This design comes from an exercise in tuning for small area on the open sky130 flow, not from production work. The RTL was checked by simulation tests, not by an equivalence proof against the original design. Power and IR drop assume default switching activity.

build 18:
// sprite_engine
module sprite_engine #(
  parameter int NUM_SPRITES       = 4,
  parameter int DATA_OFFSET_SHIFT = 6
) (
  input  logic                       clk,
  input  logic                       rst_n,
  input  logic                       reg_wr,
  input  logic [sprite_id_width-1:0] reg_sprite,
  input  logic [reg_addr_width-1:0]  reg_addr,
  input  logic [reg_data_width-1:0]  reg_wdata,
  output logic [reg_data_width-1:0]  reg_rdata,
  input  logic                       px_req,
  input  logic [sprite_id_width-1:0] px_sprite,
  input  logic [coord_width-1:0]     px_x,
  input  logic [coord_width-1:0]     px_y,
  output logic                       px_valid,
  output logic                       px_hit,
  output logic [data_addr_width-1:0] px_addr,
  output logic [palette_width-1:0]   px_palette,
  output logic                       px_transp,
  output logic                       px_alpha,
  output logic                       px_color,
  output logic [reg_data_width-1:0]  px_color_key
);
clock: 7.0 ns
lec_check: 0
cap_margin: 20
core_margin: 2
core_utilization: 45
gpl_timing_driven: 0
slew_margin: 20
standard.sh (not shown) runs the stock make flow with config.mk's settings and CLKGATE_MAP_FILE= SYNTH_SCRIPT=/design/flow/synth_recipe.tcl, a recipe that flattens the netlist after the stock synthesis.
==> flow/flow/run.sh <==
#!/bin/bash
# Own layout flow: the standard ORFS flow with three changes.
#  1. Synthesis maps logic with an area-oriented ABC script (flow/abc.script)
#     in place of ORFS's abc_speed.script; everything else in synthesis,
#     including the flip-flop mapping and naming, is the standard one.
#  2. Port buffers are sky130_fd_sc_hd__buf_1 (every port still gets one).
#  3. CTS uses larger sink clusters and inserts no dummy loads.
# Each make step's full output is written to make_<step>.log here; ORFS keeps
# its per-stage logs under orfs/logs/.
set -euo pipefail
W=$(pwd)
rm -rf "$W/scripts_local"
cp -r "$FLOW_HOME/scripts" "$W/scripts_local"
cp "$W/flow/abc.script" "$W/scripts_local/abc_speed.script"
CTS="-sink_clustering_enable -repair_clock_nets -buf_list {sky130_fd_sc_hd__clkbuf_8 sky130_fd_sc_hd__clkbuf_16} -sink_clustering_size 24 -sink_clustering_max_diameter 80 -dont_use_dummy_load"
EXTRA="SCRIPTS_DIR=$W/scripts_local 'BUFFER_PORTS_ARGS=-buffer_cell sky130_fd_sc_hd__buf_1' 'CTS_ARGS=$CTS' "
sed -e "s|CLKGATE_MAP_FILE= |CLKGATE_MAP_FILE= $EXTRA|" standard.sh > own_standard.sh
grep -q "SCRIPTS_DIR=" own_standard.sh
bash own_standard.sh synth > make_synth.log 2>&1
bash own_standard.sh finish > make_finish.log 2>&1
test -s out/final.def
==> flow/flow/abc.script <==
&get -n
&st
&synch2
&nf -a -F 10 -A 10
&st
&dch -f
&nf -a -F 10 -A 10
&put
> inputs changed (build 18 -> build 69)
# build 18
export LEC_CHECK = 0
export CAP_MARGIN = 20
export CORE_MARGIN = 2
export CORE_UTILIZATION = 45
export GPL_TIMING_DRIVEN = 0
export SLEW_MARGIN = 20
create_clock -name core_clock -period 7.0 [get_ports {clk}]
# build 69
export LEC_CHECK = 0
export CAP_MARGIN = 20
export CORE_MARGIN = 2
export CORE_UTILIZATION = 50
export SLEW_MARGIN = 20
create_clock -name core_clock -period 7.0 [get_ports {clk}]
diff --git a/flow/flow/run.sh b/flow/flow/run.sh
--- a/flow/flow/run.sh
+++ b/flow/flow/run.sh
@@ -14,3 +14,3 @@
 cp "$W/flow/abc.script" "$W/scripts_local/abc_speed.script"
-CTS="-sink_clustering_enable -repair_clock_nets -buf_list {sky130_fd_sc_hd__clkbuf_8 sky130_fd_sc_hd__clkbuf_16} -sink_clustering_size 24 -sink_clustering_max_diameter 80 -dont_use_dummy_load"
+CTS="-sink_clustering_enable -repair_clock_nets -buf_list {sky130_fd_sc_hd__clkbuf_8 sky130_fd_sc_hd__clkbuf_16} -sink_clustering_size 30 -sink_clustering_max_diameter 100 -dont_use_dummy_load"
 EXTRA="SCRIPTS_DIR=$W/scripts_local 'BUFFER_PORTS_ARGS=-buffer_cell sky130_fd_sc_hd__buf_1' 'CTS_ARGS=$CTS' "
==> summary.txt <==
Compared with build 18, build 69 shows fraction of power consumed by the clock network lower by 2.6 points.
Looking at effective utilization at floorplan, build 69 sits above build 18.
From build 18 to build 69 the numbers moved as follows: routed wire length moved up, depth of the CTS H-tree -1, fraction of power spent switching nets increased 0.31 points, headroom to the max-slew limit has increased, combined flip-flop and latch cell area now sits at about the same level.
Taking build 18 as the reference, in build 69 data required time of the critical path dropped 1.88 ns; post-route total power went down by about 3.6%; vias per cell climbed 0.12; well tap count decreased by 76 relative to the old numbers.
### build 69 -> build 82
diff --git a/flow/flow/run.sh b/flow/flow/run.sh
--- a/flow/flow/run.sh
+++ b/flow/flow/run.sh
@@ -14,3 +14,3 @@
 cp "$W/flow/abc.script" "$W/scripts_local/abc_speed.script"
-CTS="-sink_clustering_enable -repair_clock_nets -buf_list {sky130_fd_sc_hd__clkbuf_8 sky130_fd_sc_hd__clkbuf_16} -sink_clustering_size 30 -sink_clustering_max_diameter 100 -dont_use_dummy_load"
+CTS="-sink_clustering_enable -repair_clock_nets -buf_list {sky130_fd_sc_hd__clkbuf_8 sky130_fd_sc_hd__clkbuf_16} -sink_clustering_size 24 -sink_clustering_max_diameter 80 -dont_use_dummy_load"
 EXTRA="SCRIPTS_DIR=$W/scripts_local 'BUFFER_PORTS_ARGS=-buffer_cell sky130_fd_sc_hd__buf_1' 'CTS_ARGS=$CTS' "
--- outcome ---
Diff build 82 and build 69: global-route usage over all layers lower in build 69
Relative to build 69, the number of antenna repair diodes of build 82 is lower by 1.
In build 82 the worst setup slack turned out 0.041 ns lower than in build 69.
Build 69 reports its source of the critical timing path as reg_addr[0] while build 82 reports px_sprite[0].
Build 82 vs build 69 on arrival time of the worst setup path: build 82 is the higher one.
On via count of the first global-routing pass: between build 82 and build 69, it ends up higher for build 82.
Taking build 69 as the reference, in build 82 portion of the post-synthesis area used by sequential elements roughly the same, actual slew at the worst max-slew pin higher, core utilization higher.
Total length of routed wires grows slightly when moving from build 69 to build 82.
Summary — via count, build 82 relative to build 69: higher, by about 1%.
The inputs of build 89 differ from those of build 82 as listed below.
# build 82
export LEC_CHECK = 0
export CAP_MARGIN = 20
export CORE_MARGIN = 2
export CORE_UTILIZATION = 50
export SLEW_MARGIN = 20
create_clock -name core_clock -period 7.0 [get_ports {clk}]
# build 89
export LEC_CHECK = 0
export CAP_MARGIN = 20
export CORE_MARGIN = 2
export CORE_UTILIZATION = 45
export GPL_TIMING_DRIVEN = 0
export SLEW_MARGIN = 20
create_clock -name core_clock -period 7.0 [get_ports {clk}]
diff --git a/flow/flow/run.sh b/flow/flow/run.sh
--- a/flow/flow/run.sh
+++ b/flow/flow/run.sh
@@ -14,3 +14,3 @@
 cp "$W/flow/abc.script" "$W/scripts_local/abc_speed.script"
-CTS="-sink_clustering_enable -repair_clock_nets -buf_list {sky130_fd_sc_hd__clkbuf_8 sky130_fd_sc_hd__clkbuf_16} -sink_clustering_size 24 -sink_clustering_max_diameter 80 -dont_use_dummy_load"
+CTS="-sink_clustering_enable -repair_clock_nets -buf_list {sky130_fd_sc_hd__clkbuf_8 sky130_fd_sc_hd__clkbuf_16} -sink_clustering_size 28 -sink_clustering_max_diameter 60 -dont_use_dummy_load"
 EXTRA="SCRIPTS_DIR=$W/scripts_local 'BUFFER_PORTS_ARGS=-buffer_cell sky130_fd_sc_hd__buf_1' 'CTS_ARGS=$CTS' "
==> summary.txt <==
Build 89 has completed all stages; timing, DRC and antenna checks passed.
Measured against build 89, the maximum frequency of build 82 comes out at 1.07 times the reference value.
Going from build 82 to build 89, number of nets at the end of the flow shrinks by 3.9%.
When build 89 is set beside build 82, its power after layout turns out to be 0.00017 W larger.
Build 89 against build 82; die boundary width is up by a few percent.

==> afterwards: timing with drivers on the ports <==
The flow's constraints put no driver on any port. The routed layouts listed below were extracted and timed again, unchanged, in two steps. Step 1, drivers: a clkbuf_16 drives clk and a buf_2 each remaining input, both assumed. Step 2 also shifts input and output timing later by t, the mid clock arrival at the registers, as if the neighbouring blocks saw the same clock. Three values: no drivers, after step 1, after step 2; two values: the first two.
run | shift t [ns] | slack for setup (ns) | hold slack, ns | worst setup path at the end | worst register clock-pin slew, ns
build 18 | 0.629 | 0.156 / 0.187 / -0.443 | 0.308 / 0.308 / 0.308 | input to register | 0.10 / 0.10
build 69 | 0.665 | 0.593 / 0.552 / -0.030 | 0.331 / 0.331 / 0.331 | input to register | 0.12 / 0.12
build 82 | 0.618 | 0.552 / 0.526 / -0.062 | 0.332 / 0.332 / 0.332 | input to register | 0.10 / 0.10
build 89 | 0.638 | 0.130 / 0.160 / -0.478 | 0.309 / 0.309 / 0.309 | input to register | 0.11 / 0.11
Met with ideal ports but missed after step 2: setup timing in every run listed. For build 69, which loses most, drivers alone change the setup slack by -0.041 ns; drivers and shift together by -0.623 ns.
